From an optimization exercise on the open Yosys and OpenROAD flow, aimed at small area; shortcuts taken in it are not production practice. Function was checked by simulation only, so behaviour that the tests miss may differ from the original. No activity file was given, so power comes from the tool's default toggle rates.

[flow/design.v]
module rf_wbit (
  input  logic h,     
  input  logic q,     
  input  logic pw,    
  input  logic pd,    
  input  logic ncw,   
  input  logic ncd,   
  output logic d
);
  logic t;
  rf_aoi22 u_a (.a1(h), .a2(q), .b1(pw), .b2(pd), .y(t));
  rf_oai21 u_o (.a1(ncw), .a2(ncd), .b1(t), .y(d));
endmodule
module rf_aoi22 (
  input  logic a1, a2, b1, b2,
  output logic y
);
  assign y = ~((a1 & a2) | (b1 & b2));
endmodule
module rf_oai21 (
  input  logic a1, a2, b1,
  output logic y
);
  assign y = ~((a1 | a2) & b1);
endmodule
module rf_rd3 (
  input  logic s0, d0, s1, d1, s2, d2,
  output logic y
);
  assign y = ~((s0 & d0) | (s1 & d1) | (s2 & d2));
endmodule
module rf_nand11 (
  input  logic [10:0] y,
  output logic        o
);
  assign o = ~(&y);
endmodule
module regfile_dualwr #(
  parameter int DATA_W   = 32,
  parameter int ADDR_W   = 5,
  parameter bit ZERO_REG = 1'b1,
  parameter bit BYPASS   = 1'b1,
  parameter int LINK_REG = 31,
  parameter int MON_A    = 24,
  parameter int MON_B    = 26
) (
  input  logic              clock_i,
  input  logic              reset_i,
  input  logic [ADDR_W-1:0] rs_addr_i,
  input  logic [ADDR_W-1:0] rt_addr_i,
  output logic [DATA_W-1:0] rs_data_o,
  output logic [DATA_W-1:0] rt_data_o,
  input  logic              wr_en_i,
  input  logic [ADDR_W-1:0] wr_addr_i,
  input  logic [DATA_W-1:0] wr_data_i,
  input  logic              link_en_i,
  input  logic [DATA_W-1:0] link_data_i,
  input  logic              ext_valid_i,
  output logic              ext_ready_o,
  input  logic [ADDR_W-1:0] ext_addr_i,
  input  logic [DATA_W-1:0] ext_data_i,
  output logic [DATA_W-1:0] mon_a_o,
  output logic [DATA_W-1:0] mon_b_o,
  output logic [15:0]       conflict_cnt_o
);
  localparam int DEPTH = 1 << ADDR_W;   
  localparam logic [ADDR_W-1:0] LINK_ADDR = LINK_REG[ADDR_W-1:0];
  logic [DATA_W-1:0] regs_q [1:DEPTH-1];
  logic              pend_valid_q;
  logic [ADDR_W-1:0] pend_addr_q;
  logic [DATA_W-1:0] pend_data_q;
  logic [15:0]       cnt_q;
  logic [DATA_W-1:0] mon_a_q, mon_b_q;
  logic              core_commit, conflict, pend_commit;
  logic [ADDR_W-1:0] core_addr;
  logic [DATA_W-1:0] core_data, core_data_n;
  assign core_addr   = link_en_i ? LINK_ADDR : wr_addr_i;
  assign core_data   = link_en_i ? link_data_i : wr_data_i;
  assign core_data_n = ~core_data;
  assign core_commit = (link_en_i || wr_en_i) && (core_addr != '0);
  assign conflict    = pend_valid_q && core_commit && (core_addr == pend_addr_q);
  assign pend_commit = pend_valid_q && !conflict && (pend_addr_q != '0);
  assign ext_ready_o = !reset_i && !conflict;
  logic [DEPTH-1:1] core_hit, pend_hit, wr_hold, wr_pend, wr_core_n;
  always_comb begin
    for (int w = 1; w < DEPTH; w++) begin
      core_hit[w]  = core_commit && (core_addr == ADDR_W'(w));
      pend_hit[w]  = pend_commit && (pend_addr_q == ADDR_W'(w));
      wr_hold[w]   = !reset_i && !core_hit[w] && !pend_hit[w];
      wr_pend[w]   = !reset_i && pend_hit[w];
      wr_core_n[w] = reset_i || !core_hit[w];
    end
  end
  logic [DATA_W-1:0] regs_d [1:DEPTH-1];
  for (genvar w = 1; w < DEPTH; w++) begin : g_word
    for (genvar b = 0; b < DATA_W; b++) begin : g_bit
      rf_wbit u_wbit (
        .h(wr_hold[w]), .q(regs_q[w][b]), .pw(wr_pend[w]), .pd(pend_data_q[b]),
        .ncw(wr_core_n[w]), .ncd(core_data_n[b]), .d(regs_d[w][b])
      );
    end
    always_ff @(posedge clock_i) regs_q[w] <= regs_d[w];
  end
  logic [ADDR_W-1:0] rd_addr [2];
  logic [DATA_W-1:0] rd_data [2];
  assign rd_addr[0] = rs_addr_i;
  assign rd_addr[1] = rt_addr_i;
  for (genvar p = 0; p < 2; p++) begin : g_port
    logic       byp_core, byp_pend;
    logic [32:0] sel;
    always_comb begin
      byp_core = core_commit && (core_addr == rd_addr[p]);
      byp_pend = pend_commit && (pend_addr_q == rd_addr[p]) && !byp_core;
      sel[0] = byp_core;
      sel[1] = byp_pend;
      for (int w = 1; w < DEPTH; w++)
        sel[w+1] = (rd_addr[p] == ADDR_W'(w)) && !core_hit[w] && !pend_hit[w];
    end
    for (genvar b = 0; b < DATA_W; b++) begin : g_bit
      logic [32:0] dat;
      logic [10:0] y;
      assign dat[0] = core_data[b];
      assign dat[1] = pend_data_q[b];
      for (genvar w = 1; w < DEPTH; w++) begin : g_dat
        assign dat[w+1] = regs_q[w][b];
      end
      for (genvar k = 0; k < 11; k++) begin : g_aoi
        rf_rd3 u_rd3 (
          .s0(sel[3*k]),   .d0(dat[3*k]),
          .s1(sel[3*k+1]), .d1(dat[3*k+1]),
          .s2(sel[3*k+2]), .d2(dat[3*k+2]),
          .y(y[k])
        );
      end
      rf_nand11 u_or (.y(y), .o(rd_data[p][b]));
    end
  end
  assign rs_data_o = rd_data[0];
  assign rt_data_o = rd_data[1];
  always_ff @(posedge clock_i) begin
    if (ext_ready_o) begin
      pend_addr_q <= ext_addr_i;
      pend_data_q <= ext_data_i;
    end
  end
  always_ff @(posedge clock_i) begin
    if (reset_i) begin
      pend_valid_q <= 1'b0;
      cnt_q        <= '0;
      mon_a_q      <= '0;
      mon_b_q      <= '0;
    end else begin
      pend_valid_q <= ext_valid_i || conflict;
      if (conflict && cnt_q != 16'hFFFF) cnt_q <= cnt_q + 16'd1;
      mon_a_q      <= regs_q[MON_A];
      mon_b_q      <= regs_q[MON_B];
    end
  end
  assign mon_a_o        = mon_a_q;
  assign mon_b_o        = mon_b_q;
  assign conflict_cnt_o = cnt_q;
endmodule
[flow/flow/downsize.tcl]
# Swap every logic cell for the smallest cell of the same family (same function and pins,
# lower drive strength). The placement's repair_design then sizes up or buffers only where
# slew, capacitance or timing needs it.
set block [ord::get_db_block]
set db [ord::get_db]
set dont_use {}
foreach c $::env(DONT_USE_CELLS) { lappend dont_use $c }
set best [dict create]
foreach lib [$db getLibs] {
  foreach m [$lib getMasters] {
    set n [$m getName]
    if {![regexp {^(sky130_fd_sc_hd__[a-z0-9]+)_([0-9]+)$} $n -> base drive]} { continue }
    set skip 0
    foreach p $dont_use { if {[string match $p $n]} { set skip 1 } }
    if {$skip} { continue }
    set a [expr {[$m getWidth] * [$m getHeight]}]
    if {![dict exists $best $base] || $a < [lindex [dict get $best $base] 1] ||
        ($a == [lindex [dict get $best $base] 1] && $drive == 1)} {
      dict set best $base [list $m $a]
    }
  }
}
set swapped 0
foreach inst [$block getInsts] {
  set m [$inst getMaster]
  set n [$m getName]
  if {![regexp {^(sky130_fd_sc_hd__[a-z0-9]+)_([0-9]+)$} $n -> base drive]} { continue }
  if {[regexp {tap|fill|decap|conb|clkbuf|clkinv|dly} $base]} { continue }
  if {![dict exists $best $base]} { continue }
  set nm [lindex [dict get $best $base] 0]
  if {[$nm getName] ne $n} {
    $inst swapMaster $nm
    incr swapped
  }
}
puts "downsize: swapped $swapped cells to a smaller drive strength"
[flow/constraint.sdc]
create_clock -name core_clock -period 8.0 [get_ports {clock_i}]
set_input_delay 1.6000 -clock core_clock [delete_from_list [all_inputs] [get_ports {clock_i}]]
set_output_delay 1.6000 -clock core_clock [all_outputs]
set_load 0.01 [all_outputs]
[flow/flow/run.sh]
#!/bin/bash
# Own layout flow: the standard flow (standard synthesis unchanged), with
#  - logic cells swapped to their smallest drive strength after floorplan (flow/downsize.tcl),
#    so placement repair sizes up only what needs it;
#  - port buffers of the smallest buffer cell;
#  - clock tree synthesis without dummy loads, with clkbuf_8 leaves over clusters of at most
#    16 flip-flops within 45 um.
# Each tool's output goes to the ORFS logs under orfs/logs and to flow_standard.log here.
set -euo pipefail
W=$(pwd)
bash standard.sh \
  "POST_FLOORPLAN_TCL=$W/flow/downsize.tcl" \
  "BUFFER_PORTS_ARGS=-buffer_cell sky130_fd_sc_hd__buf_1" \
  "CTS_ARGS=-sink_clustering_enable -repair_clock_nets -dont_use_dummy_load -buf_list sky130_fd_sc_hd__clkbuf_8 -sink_clustering_size 16 -sink_clustering_max_diameter 45" \
  "${@:-finish}" > "$W/flow_standard.log" 2>&1
[flow/standard.sh]
#!/bin/bash
# synth_recipe.tcl (not shown) runs the flow's synth.tcl, then flattens the netlist and writes it again
# the make line also repeats each setting of config.mk as NAME=value (left out here)
make -C /OpenROAD-flow-scripts/flow DESIGN_CONFIG=/design/flow/config.mk WORK_HOME=/design/flow/orfs CLKGATE_MAP_FILE= SYNTH_SCRIPT=/design/flow/synth_recipe.tcl "${@:-finish}"
[flow/config.mk]
export PLATFORM = sky130hd
export DESIGN_NAME = regfile_dualwr
export DESIGN_NICKNAME = regfile_dualwr
export VERILOG_FILES = /design/flow/design.v
export SDC_FILE = /design/flow/constraint.sdc
export NUM_CORES = 4
export LEC_CHECK = 0
export CAP_MARGIN = 20
export CORE_MARGIN = 2
export CORE_UTILIZATION = 50
export SLEW_MARGIN = 20
export SYNTH_HIERARCHICAL = 1
==> impl_metrics.env, run 1 <==
export IMPL_outcome="no timing/DRC/antenna violations"
export IMPL_cts_resized=0
export IMPL_max_cap_violations=0
export IMPL_finalHoldViolCount=0
export IMPL_top_level_ports=266
export IMPL_dr_pass1_iters=13
export IMPL_place_inst=6562
export IMPL_p_int_w=0.00737
export IMPL_ys_ff_latch=1110
export IMPL_htree_levels=4
export IMPL_final_area_sq_mm=0.0555
export IMPL_switching_power_w=0.00288
export IMPL_clk_pin_slew_ps=90
export IMPL_netlist_area_sq_mm=0.0526
export IMPL_synthTopCellsByArea="dfxtp_1 (41%), a22oi_2 (24%), a222oi_1 (13%)"
export IMPL_clock_skew_final_ps=81.7
export IMPL_rsz0062_at_grt="false"
export IMPL_core_area_sq_mm=0.105
export IMPL_cts_buffers=140
export IMPL_hold_path_class="flop to flop"
export IMPL_initial_utilization=0.502
export IMPL_cts_setup_buffers=0
export IMPL_r2r_worst_path_cells=9
export IMPL_clk_path_buf_depth=3
export IMPL_tightest_slew_ps=1210
export IMPL_fmax_mhz=135
export IMPL_r2r_start="pend_addr_q[3]"
export IMPL_yosysTopAreaCell="dfxtp_1"
export IMPL_slew_viol_final=0
export IMPL_cts_sinks=1110
export IMPL_finalSetupTns_ps=0
export IMPL_port_buffers=265
export IMPL_rrSetupSlack_ps=4410
export IMPL_dr_total_vias=54401
export IMPL_grt_use_total=0.450
export IMPL_ys_seq_area_frac=0.429
export IMPL_rows=119
export IMPL_crit_path_start_kind="primary input"
export IMPL_r2r_end="regs_q[23][25]"
export IMPL_root_buffer="clkbuf_8"
export IMPL_cp_end_kind="output port"
export IMPL_avgViaCountPerCell=8.11
export IMPL_worst_hold_slack_ps=487
export IMPL_worstSetupPathType="primary input to output port"
export IMPL_synth_cell_types=53
export IMPL_whs_path_depth=1
export IMPL_fp_dieH_um=328
export IMPL_place_hpwl_mm=150
export IMPL_p_seq_frac=0.555
export IMPL_pre_cts_slack_ps=925
export IMPL_grt_pass1_wl_mm=357
export IMPL_cts_tree="built"
export IMPL_wl_mm=255
export IMPL_p_leak_nw=17.2
export IMPL_gr_total_overflow=0
export IMPL_dpl_cell_area_sq_mm=0.0534
export IMPL_fill_cells=9789
export IMPL_slew_headroom=0.192
export IMPL_finalSetupViolCount=0
export IMPL_die_w_um=328
export IMPL_ir_drop_uv=124
export IMPL_min_to="mon_b_q[20]"
export IMPL_drive_gt1_frac=0.104
export IMPL_routabilityCongestion=1.07
export IMPL_hold_buffers=0
export IMPL_power_share_clock=0.348
export IMPL_syn_inst=4741
export IMPL_syn_area_per_cell_sq_um=11.1
export IMPL_drtIter0Drc=12423
export IMPL_power_density_mw_per_mm2=185
export IMPL_yosys_most_used_dff="dfxtp_1"
export IMPL_grt_max_degree=62
export IMPL_synth_edf_count=37
export IMPL_fin_cells=6710
export IMPL_grt_pass1_vias=49216
export IMPL_worstHoldStart="regs_q[26][20]"
export IMPL_cp_required_ps=6400
export IMPL_pwr_share_comb=0.096
export IMPL_synth_async_reset_ratio=0
export IMPL_ant_nets=0
export IMPL_antenna_found_initial=12
export IMPL_crit_arrival_ps=5830
export IMPL_clk_latency_ps=880
export IMPL_area_growth_pct=5.42
export IMPL_setup_ws_ps=569
export IMPL_worstPathMaxFanout=32
export IMPL_dieArea_sq_mm=0.108
export IMPL_finalCritPeriodShare=0.929
export IMPL_syn_nets=4863
export IMPL_drcViolationCount=0
export IMPL_yosysWarnings=13
export IMPL_sw_frac_of_total=0.281
export IMPL_synth_top_cell_area_share=0.408
export IMPL_avgRoutedWirePerCell_um=38.0
export IMPL_finalCriticalPeriod_ps=7430
export IMPL_layout_nets=5438
logic make-up (layout without fill, tap and decap cells):
family / after synthesis / after routing / share of synthesized area
compound gates: 2765 / 2765 / 0.474
flops: 1110 / 1110 / 0.429
simple gates: 706 / 706 / 0.0769
buf+inv: 98 / 671 / 0.00756
mux: 44 / 44 / 0.00863
xor+xnor: 17 / 17 / 0.00283
fa+ha+maj: 1 / 1 / 0.000238
other cells: 0 / 5 / 0
registers in the layout, summed over array words and instances, names as in the netlist:
| register | cells |
|---|---|
| cnt_q | 16 |
| mon_a_q | 32 |
| mon_b_q | 32 |
| pend_addr_q | 5 |
| pend_data_q | 32 |
| pend_valid_q | 1 |
| regs_q | 992 |
metal layers:
metal | global-route usage | vias to the layer above | routed length (um) | part of all wire
met2 | 0.629 | 5168 | 101000 | 0.40
met5 | 0.00710 | - | 172 | 0.00068
met4 | 0.310 | 10 | 21700 | 0.085
li1 | - | 22101 | - | -
met3 | 0.148 | 1093 | 39900 | 0.16
met1 | 0.585 | 26029 | 91900 | 0.36
modules after synthesis (local to each module, per instance), excerpt:
module	cells	flip-flops and latches	times used
rf_aoi22	1	0	992
rf_rd3	1	0	704
regfile_dualwr	1797	1110	1
rf_nand11	4	0	64
rf_oai21	1	0	992
cell usage in the layout (no fill, tap or decap), drive strengths merged, types with 5 or more instances in the layout:
master and count:
dfxtp 1073, o21ai 998, a22oi 992, a222oi 704, buf 491, clkbuf 142
nand4 131, nand3 83, nor2b 80, nand2 78, or3 76, nor2 60
nor3 45, nor4 40, inv 38, edfxtp 37, mux2i 33, a21oi 26
nor4b 26, nor3b 24, nand2b 19, or2 18, a211oi 17, mux2 11
xnor2 9, xor2 8, nand3b 7, nor4bb 6, o31ai 6, diode 5
or4 5
area by class of cell:
cell class                 instances  area [sq um]  area share
sequential                      1110         22600       0.407
inverter                          38           143     0.00257
clock buffer                     140          1930      0.0347
timing repair buffer             493          3110      0.0561
multi-input combinational       3533         25900       0.468
antenna                            5          12.5    0.000226
tap                             1391          1740      0.0314
worst max-delay path by stage:
stage / start / endpoint / slack [ps] / depth (start not counted)
3_3_place_gp: wr_addr_i[3] / rt_data_o[28] / 880 / 12
4_1_cts: wr_addr_i[3] / rt_data_o[28] / 920 / 12
2_1_floorplan: wr_addr_i[0] / rt_data_o[0] / 250 / 10
3_5_place_dp: wr_addr_i[3] / rt_data_o[28] / 920 / 12
5_1_grt: wr_addr_i[3] / rs_data_o[7] / 570 / 12
6_report: wr_addr_i[3] / rs_data_o[7] / 570 / 12
worst max-delay path: stages:
cell	delay [ps]
buf_1	690
nor3_1	110
o211ai_1	290
a2111oi_2	130
buf_12	210
a211oi_1	510
nor4b_2	110
buf_4	340
a222oi_1	410
nand4_1	560
or3_1	650
buf_1	160
metrics by stage:
stage	total power [W]	utilization
2_1_floorplan	0.00635	-
3_3_place_gp	0.00673	0.510
3_5_place_dp	0.00674	0.510
4_1_cts	0.0102	0.528
5_1_grt	0.0105	0.529
6_report	0.0103	0.529
Yosys cell counts, types with 19 or more instances:
cell type	number
a21oi_1	26
nor3_1	45
nor4b_1	26
nand2b_1	19
nor2_1	60
edfxtp_1	37
or3_1	76
nor2b_1	80
nand2_1	78
dfxtp_1	1073
o21ai_1	996
inv_1	38
nor3b_1	24
nand4_1	131
a222oi_1	704
a22oi_2	992
nand3_1	83
clkbuf_1	39
nor4_1	40
mux2i_1	33
power by group through the flow:
stage	clock network, W	logic [W]	registers [W]
global route	0.00378	0.000986	0.00570
floorplan	0	0.000450	0.00590
finish	0.00357	0.000988	0.00569
global placement	0	0.000920	0.00581
CTS	0.00358	0.000924	0.00569
detailed placement	0	0.000923	0.00581
==> run 2: changes to the inputs <==
==> flow/run.sh (new file) <==
#!/bin/bash
# synth_recipe.tcl (not shown) runs the flow's synth.tcl, then flattens the netlist and writes it again
# the make line also repeats each setting of config.mk as NAME=value (left out here)
make -C /OpenROAD-flow-scripts/flow DESIGN_CONFIG=/design/flow/config.mk WORK_HOME=/design/flow/orfs CLKGATE_MAP_FILE= SYNTH_SCRIPT=/design/flow/synth_recipe.tcl finish
--- a/flow/config.mk
+++ b/flow/config.mk
@@ -9,3 +9,4 @@
 export CORE_MARGIN = 2
-export CORE_UTILIZATION = 50
+export CORE_UTILIZATION = 40
+export CTS_BUF_LIST = sky130_fd_sc_hd__clkbuf_4 sky130_fd_sc_hd__clkbuf_8
 export SLEW_MARGIN = 20
removed: flow/flow/run.sh
removed: flow/flow/downsize.tcl
removed: flow/standard.sh
==> impl_metrics.env, run 2 <==
export IMPL_outcome="no timing/DRC/antenna violations"
export IMPL_top_layer="met5"
export IMPL_p_leak_nw=19.7
export IMPL_finalHoldViolCount=0
export IMPL_synthMuxAreaShare=0.00863
export IMPL_synthTopCellsByArea="dfxtp_1 (41%), a22oi_2 (24%), a222oi_1 (13%)"
export IMPL_drtIter0Drc=12638
export IMPL_routabilityCongestion=1.01
export IMPL_drcViolationCount=0
export IMPL_finalCriticalPeriod_ps=7860
export IMPL_rsz0062_at_grt="false"
export IMPL_synth_common_cells="dfxtp_1 (1073), o21ai_1 (996), a22oi_2 (992)"
export IMPL_htree_levels=4
export IMPL_slowest_stage="clkdlybuf4s50_1"
export IMPL_cts_resized=0
export IMPL_final_common_cell="dfxtp_1"
export IMPL_critPathBufInv=5
export IMPL_path_delay_family="buffers and inverters"
export IMPL_worst_hold_slack_ps=514
export IMPL_largest_reg_flops=992
export IMPL_grt_pass1_vias=52236
export IMPL_ir_drop_uv=192
export IMPL_clock_skew_final_ps=41.3
export IMPL_yosysTopAreaCell="dfxtp_1"
export IMPL_hold_buffers=0
export IMPL_clk_pin_slew_ps=50
export IMPL_ys_seq_area_frac=0.429
export IMPL_wirelength_met1_mm=97.1
export IMPL_core_area_sq_mm=0.131
export IMPL_root_buffer="clkbuf_8"
export IMPL_grt_pass1_wl_mm=378
export IMPL_wl_met3_mm=39.6
export IMPL_worstHoldStart="cnt_q[14]"
export IMPL_ant_nets=0
export IMPL_crit_chain="clkdlybuf4s50_1, inv_1, o221ai_1, a2111oi_4, buf_4, a21oi_1, nor2_4, buf_4, a222oi_1, nand4_1, or3_1, clkdlybuf4s50_1"
export IMPL_worstPathMaxFanout=25
export IMPL_crit_path_max_incr_delay_ps=680
export IMPL_cts_setup_buffers=0
export IMPL_avgViaCountPerCell=7.63
export IMPL_finalSetupViolCount=0
export IMPL_antenna_found_initial=8
export IMPL_tightest_slew_ps=1200
export IMPL_synth_cell_types=53
export IMPL_slew_headroom=0.197
export IMPL_r2r_end="regs_q[3][23]"
export IMPL_dr_total_vias=55866
export IMPL_synthAdderAreaFrac=0.000238
export IMPL_top_level_ports=266
export IMPL_synth_top_family_by_area="compound AO/OA/AOI/OAI gates"
export IMPL_synth_compound_area_frac=0.474
export IMPL_fmax_mhz=127
export IMPL_finalCritPeriodShare=0.983
export IMPL_netlist_area_sq_mm=0.0526
export IMPL_cts_buffers=191
export IMPL_grt_max_degree=122
export IMPL_rows=133
export IMPL_gr_total_overflow=0
export IMPL_port_buffers=265
export IMPL_dr_pass1_iters=15
export IMPL_crit_arrival_ps=6260
export IMPL_seq_area_sq_mm=0.0226
export IMPL_drive_gt1_frac=0.326
export IMPL_yosys_area_share_simple=0.0769
export IMPL_final_util=0.498
export IMPL_cp_end_kind="output port"
export IMPL_ys_ff_latch=1110
export IMPL_synth_top_cell_area_share=0.408
export IMPL_layout_nets=5535
export IMPL_worstSetupPathType="primary input to output port"
export IMPL_wl_met2_mm=108
export IMPL_cp_required_ps=6400
export IMPL_synth_most_common_cell="dfxtp_1"
export IMPL_finalSetupTns_ps=0
export IMPL_yosysWarnings=13
export IMPL_die_w_um=367
export IMPL_cts_sinks=1110
export IMPL_syn_area_per_cell_sq_um=11.1
export IMPL_max_cap_violations=0
export IMPL_avgRoutedWirePerCell_um=36.4
export IMPL_hold_path_class="flop to flop"
export IMPL_cts_tree="built"
export IMPL_place_hpwl_mm=163
export IMPL_multi_input_area_sq_mm=0.0310
export IMPL_dieArea_sq_mm=0.134
export IMPL_yosys_most_used_dff="dfxtp_1"
export IMPL_clk_latency_ps=990
export IMPL_grt_use_total=0.377
export IMPL_final_cell_mix="dfxtp_1 (1073), o21ai_1 (994), a22oi_2 (992)"
export IMPL_r2r_worst_path_cells=9
export IMPL_synth_async_reset_ratio=0
export IMPL_top_register="regs_q"
export IMPL_fp_dieH_um=367
export IMPL_rrSetupSlack_ps=4060
export IMPL_syn_inst=4741
export IMPL_synth_edf_count=37
export IMPL_synthXorXnorAreaFrac=0.00283
export IMPL_initial_utilization=0.402
export IMPL_r2r_start="pend_addr_q[3]"
export IMPL_power_density_mw_per_mm2=192
export IMPL_fill_cells=12017
export IMPL_crit_path_start_kind="primary input"
export IMPL_syn_nets=4863
export IMPL_area_growth_pct=23.8
export IMPL_wl_mm=266
export IMPL_whs_path_depth=2
export IMPL_min_to="cnt_q[14]"
export IMPL_slew_viol_final=0
export IMPL_clk_path_buf_depth=3
export IMPL_worst_path_stages=12
[run 2: how the worst max path moves through the flow]
stage	startpoint	to	slack, ps
finish	wr_addr_i[1]	rs_data_o[17]	140
floorplan	wr_addr_i[0]	rt_data_o[0]	250
global route	wr_addr_i[1]	rs_data_o[0]	30
global placement	wr_addr_i[1]	rt_data_o[2]	140
detailed placement	wr_addr_i[1]	rt_data_o[2]	190
CTS	wr_addr_i[1]	rt_data_o[2]	160
[run 2: power breakdown]
part	switching (W)	internal (W)	total, W
Sequential	0.0000726	0.00563	0.00571
Combinational	0.000901	0.000287	0.00119
Clock	0.00256	0.00309	0.00564
Total	0.00353	0.00901	0.0125
[run 2: routing by layer]
| layer | up-vias | global-route usage |
|---|---|---|
| met5 | - | 0 |
| met4 | 8 | 0.246 |
| met3 | 1102 | 0.133 |
| met2 | 4990 | 0.540 |
| met1 | 27265 | 0.477 |
| li1 | 22501 | - |
[run 2: logic make-up (layout without fill, tap and decap cells)]
kind of cell | after synthesis | after routing
simple gates | 706 | 706
xor+xnor | 17 | 17
buf+inv | 98 | 923
compound gates | 2765 | 2765
mux | 44 | 44
other cells | 0 | 4
flops | 1110 | 1110
fa+ha+maj | 1 | 1
[run 2: layout make-up]
cell class / count / share of cell area
multi-input cells: 3533 / 0.475
diodes: 4 / 0.000154
repair buffers: 539 / 0.0788
inverters: 38 / 0.00219
clock inverters: 41 / 0.00461
clock buffers: 305 / 0.0590
flip-flops and latches: 1110 / 0.347
well taps: 1755 / 0.0337
[run 2: Yosys stat by module, one instance, submodules excluded, a selection]
module | flip-flops and latches | cells inside | times used | cell area (sq um)
regfile_dualwr | 1110 | 1797 | 1 | 26700
rf_nand11 | 0 | 4 | 64 | 23.8
rf_aoi22 | 0 | 1 | 992 | 12.5
rf_rd3 | 0 | 1 | 704 | 10.0
rf_oai21 | 0 | 1 | 992 | 5.00
[run 2: metrics by stage]
stage	setup slack, ps	power [W]	cells	instance area [sq um]
2_1_floorplan	253	0.00635	4741	52600
3_3_place_gp	143	0.00694	6972	60900
3_5_place_dp	186	0.00695	6975	61000
4_1_cts	158	0.0125	7321	65100
5_1_grt	28.0	0.0128	7323	65200
6_report	139	0.0125	7325	65200
[run 2: worst reg2reg max path, stage by stage, from the launching register on]
cell	delay, ps
edfxtp_1	820
a21o_1	220
o211ai_1	150
a2111oi_4	450
buf_4	280
a211oi_1	220
nor3b_2	790
buf_4	620
a22oi_2	210
o21ai_1	110
==> run 3: changes to the inputs <==
--- a/flow/design.v
+++ b/flow/design.v
@@ -9,17 +9,3 @@
 );
-  logic t;
-  rf_aoi22 u_a (.a1(h), .a2(q), .b1(pw), .b2(pd), .y(t));
-  rf_oai21 u_o (.a1(ncw), .a2(ncd), .b1(t), .y(d));
-endmodule
-module rf_aoi22 (
-  input  logic a1, a2, b1, b2,
-  output logic y
-);
-  assign y = ~((a1 & a2) | (b1 & b2));
-endmodule
-module rf_oai21 (
-  input  logic a1, a2, b1,
-  output logic y
-);
-  assign y = ~((a1 | a2) & b1);
+  assign d = (h & q) | (pw & pd) | ~(ncw | ncd);
 endmodule
--- a/flow/config.mk
+++ b/flow/config.mk
@@ -10,3 +10,6 @@
 export CORE_UTILIZATION = 40
-export CTS_BUF_LIST = sky130_fd_sc_hd__clkbuf_4 sky130_fd_sc_hd__clkbuf_8
+export CTS_BUF_LIST = sky130_fd_sc_hd__clkbuf_8
+export CTS_CLUSTER_DIAMETER = 45
+export CTS_CLUSTER_SIZE = 16
+export SETUP_SLACK_MARGIN = 0.2
 export SLEW_MARGIN = 20
==> impl_metrics.env, run 3 <==
export IMPL_outcome="no timing/DRC/antenna violations"
export IMPL_setup_ws_ps=200
export IMPL_whs_path_depth=1
export IMPL_dpl_cell_area_sq_mm=0.0578
export IMPL_root_buffer="clkbuf_8"
export IMPL_finalHoldViolCount=0
export IMPL_synth_top_cell_area_share=0.439
export IMPL_syn_area_per_cell_sq_um=10.3
export IMPL_cts_sinks=1110
export IMPL_slew_viol_final=0
export IMPL_clk_path_buf_depth=3
export IMPL_crit_path_start_kind="primary input"
export IMPL_finalSetupTns_ps=0
export IMPL_hold_path_class="flop to flop"
export IMPL_place_hpwl_mm=169
export IMPL_finalCriticalPeriod_ps=7800
export IMPL_synthTopCellsByArea="dfxtp_1 (44%), a221o_1 (20%), a222oi_1 (14%)"
export IMPL_grt_use_total=0.431
export IMPL_yosys_most_used_dff="dfxtp_1"
export IMPL_pre_cts_slack_ps=232
export IMPL_netlist_area_sq_mm=0.0489
export IMPL_rows=128
export IMPL_drtIter0Drc=13873
export IMPL_drive_gt1_frac=0.139
export IMPL_p_leak_nw=22.7
export IMPL_worstHoldStart="regs_q[24][16]"
export IMPL_yosysWarnings=13
export IMPL_rrSetupSlack_ps=3930
export IMPL_rsz0062_at_grt="true"
export IMPL_crit_arrival_ps=6200
export IMPL_htree_levels=4
export IMPL_layout_nets=5515
export IMPL_ys_ff_latch=1110
export IMPL_initial_utilization=0.402
export IMPL_synth_cell_types=58
export IMPL_synth_edf_count=37
export IMPL_drcViolationCount=0
export IMPL_finalCritPeriodShare=0.975
export IMPL_antenna_found_initial=46
export IMPL_power_density_mw_per_mm2=192
export IMPL_final_area_sq_mm=0.0612
export IMPL_finalSetupViolCount=0
export IMPL_min_to="mon_a_q[16]"
export IMPL_tightest_slew_ps=1300
export IMPL_fp_dieH_um=354
export IMPL_top_level_ports=266
export IMPL_r2r_end="regs_q[6][26]"
export IMPL_r2r_start="pend_addr_q[4]"
export IMPL_wl_mm=283
export IMPL_seq_area_sq_mm=0.0226
export IMPL_die_w_um=354
export IMPL_cts_buffers=142
export IMPL_r2r_worst_path_cells=8
export IMPL_ant_nets=0
export IMPL_routabilityCongestion=1.04
export IMPL_syn_inst=4742
export IMPL_final_common_cell="dfxtp_1"
export IMPL_final_cell_mix="dfxtp_1 (1073), nor2_1 (1030), a221o_1 (992)"
export IMPL_ir_drop_uv=174
export IMPL_top_register="regs_q"
export IMPL_avgRoutedWirePerCell_um=39.5
export IMPL_port_buffers=265
export IMPL_fmax_mhz=128
export IMPL_synth_common_cells="dfxtp_1 (1073), nor2_1 (1058), a221o_1 (992)"
export IMPL_clock_skew_final_ps=77.8
export IMPL_fill_cells=10972
export IMPL_yosysTopAreaCell="dfxtp_1"
export IMPL_worstSetupPathType="primary input to output port"
export IMPL_max_cap_violations=0
export IMPL_grt_pass1_vias=51530
export IMPL_cp_end_kind="output port"
export IMPL_worst_hold_slack_ps=514
export IMPL_gr_total_overflow=0
export IMPL_cts_tree="built"
export IMPL_synth_async_reset_ratio=0
export IMPL_dr_total_vias=55723
export IMPL_grt_max_degree=57
export IMPL_clk_latency_ps=960
export IMPL_dieArea_sq_mm=0.125
export IMPL_dr_pass1_iters=15
export IMPL_multi_input_area_sq_mm=0.0273
export IMPL_cp_required_ps=6400
export IMPL_hold_buffers=0
export IMPL_avgViaCountPerCell=7.78
export IMPL_synth_most_common_cell="dfxtp_1"
export IMPL_grt_pass1_wl_mm=392
export IMPL_largest_reg_flops=992
export IMPL_core_area_sq_mm=0.122
export IMPL_slew_headroom=0.131
export IMPL_area_growth_pct=25.1
export IMPL_ys_seq_area_frac=0.462
export IMPL_startpoint="wr_addr_i[0]"
export IMPL_clk_pin_slew_ps=80
export IMPL_worstPathMaxFanout=32
export IMPL_syn_nets=4864
## run 3: cell types whose count changed after synthesis, sizes merged, moves of 5 or more
| cell | previous run | this run |
|---|---|---|
| nor2 | 60 | 1059 |
| clkbuf | 39 | 33 |
| nand3b | 7 | 2 |
| nor4b | 26 | 34 |
| a221o | 0 | 992 |
| nor4 | 40 | 25 |
| a22oi | 992 | 0 |
| and3 | 2 | 8 |
| o21ai | 998 | 4 |
| nand2 | 78 | 83 |
## run 3: power breakdown
group          internal [W]  switching (W)  total (W)
clock network       0.00217        0.00269    0.00486
registers           0.00562      0.0000708    0.00570
logic              0.000283       0.000888    0.00117
total               0.00808        0.00365     0.0117
## run 3: worst max-delay path by stage
stage / end / slack [ps] / cells past startpoint
after floorplan: rt_data_o[0] / 200 / 9
after global placement: rs_data_o[31] / 80 / 12
after detailed placement: rt_data_o[9] / 230 / 12
after CTS: rt_data_o[9] / 210 / 12
after global routing: rs_data_o[23] / 150 / 13
final: rs_data_o[19] / 200 / 14
## run 3: final cells by class
type	instances	share of cell area
multi-input combinational	3533	0.447
sequential	1110	0.369
timing repair buffer	564	0.0948
tap	1625	0.0332
clock buffer	147	0.0331
clock inverter	116	0.0193
inverter	42	0.00258
antenna	21	0.000859
## run 3: cell families (layout without fill, tap and decap cells)
| family | count (synthesis) | count (layout) | share of synthesized area |
|---|---|---|---|
| buffers and inverters | 99 | 869 | 0.00872 |
| AOI/OAI and AO/OA | 1765 | 1765 | 0.357 |
| muxes | 45 | 45 | 0.00952 |
| adders and majority gates | 1 | 1 | 0.000256 |
| DFF | 1110 | 1110 | 0.462 |
| other | 0 | 21 | 0 |
| xor gates and xnor gates | 19 | 19 | 0.00340 |
| and+or+nand+nor | 1703 | 1703 | 0.159 |
## run 3: stage by stage
stage | instances | utilization | power, W
after floorplan | 4742 | - | 0.00622
after global placement | 6867 | 0.475 | 0.00690
after detailed placement | 6870 | 0.476 | 0.00691
after CTS | 7133 | 0.502 | 0.0116
after global routing | 7144 | 0.503 | 0.0119
final | 7158 | 0.503 | 0.0117
## run 3: critical path, cell delays in order
cell	delay (ps)
clkdlybuf4s50_1	460
buf_4	190
nor3_1	230
o2bb2ai_1	220
a2111oi_4	110
buf_4	250
a21oi_1	500
nor4b_4	100
buf_12	190
a222oi_1	760
nand3_1	400
buf_4	290
or3_1	340
clkdlybuf4s50_1	500
## run 3: repair_timing
item / CTS / global route
endpoints found under the setup margin: 0 / 56
setup buffers: 0 / 1
gates resized for setup: 0 / 7
hold endpoints to repair: 0 / 0
## run 3: metal layers
layer	GRT usage	vias to the layer above	wire length, um
met1	0.515	26790	98200
met3	0.172	1295	43300
met5	0.00830	-	358
met2	0.618	5264	115000
met4	0.324	32	26000
li1	-	22342	-
## run 3: Yosys stat by module (local to each module, per instance)
module / cells inside / times used
regfile_dualwr: 1798 / 1
rf_nand11: 4 / 64
rf_rd3: 1 / 704
rf_wbit: 2 / 992

afterwards: timing with drivers on the ports:
How much do the figures lean on ideal ports? The routed layouts below were timed once more, with nothing changed but the port constraints.
Step 1 assumes that a clkbuf_16 drives the clock port and a buf_2 every other input.
Step 2 also shifts input and output timing later by t, the mid clock arrival at the registers, as if the neighbouring blocks saw the same clock.
Three values: ideal ports, drivers, drivers and shift; two values: the first two.
run | shift t [ns] | setup slack, ns | hold WS [ns] | slew at the worst register clock pin (ns) | cell pins on the clock port's net
run 1 | 0.908 | 0.569 / 0.538 / 0.538 | 0.487 / 0.487 / 0.487 | 0.10 / 0.10 | 1
run 2 | 1.038 | 0.139 / 0.114 / 0.114 | 0.514 / 0.514 / 0.514 | 0.08 / 0.08 | 1
run 3 | 1.005 | 0.200 / 0.177 / 0.177 | 0.514 / 0.514 / 0.514 | 0.10 / 0.10 | 1
After both steps every run listed still meets setup and hold. The setup slack of run 1, which loses most, moves by -0.031 ns with the drivers and by -0.031 ns with both steps.
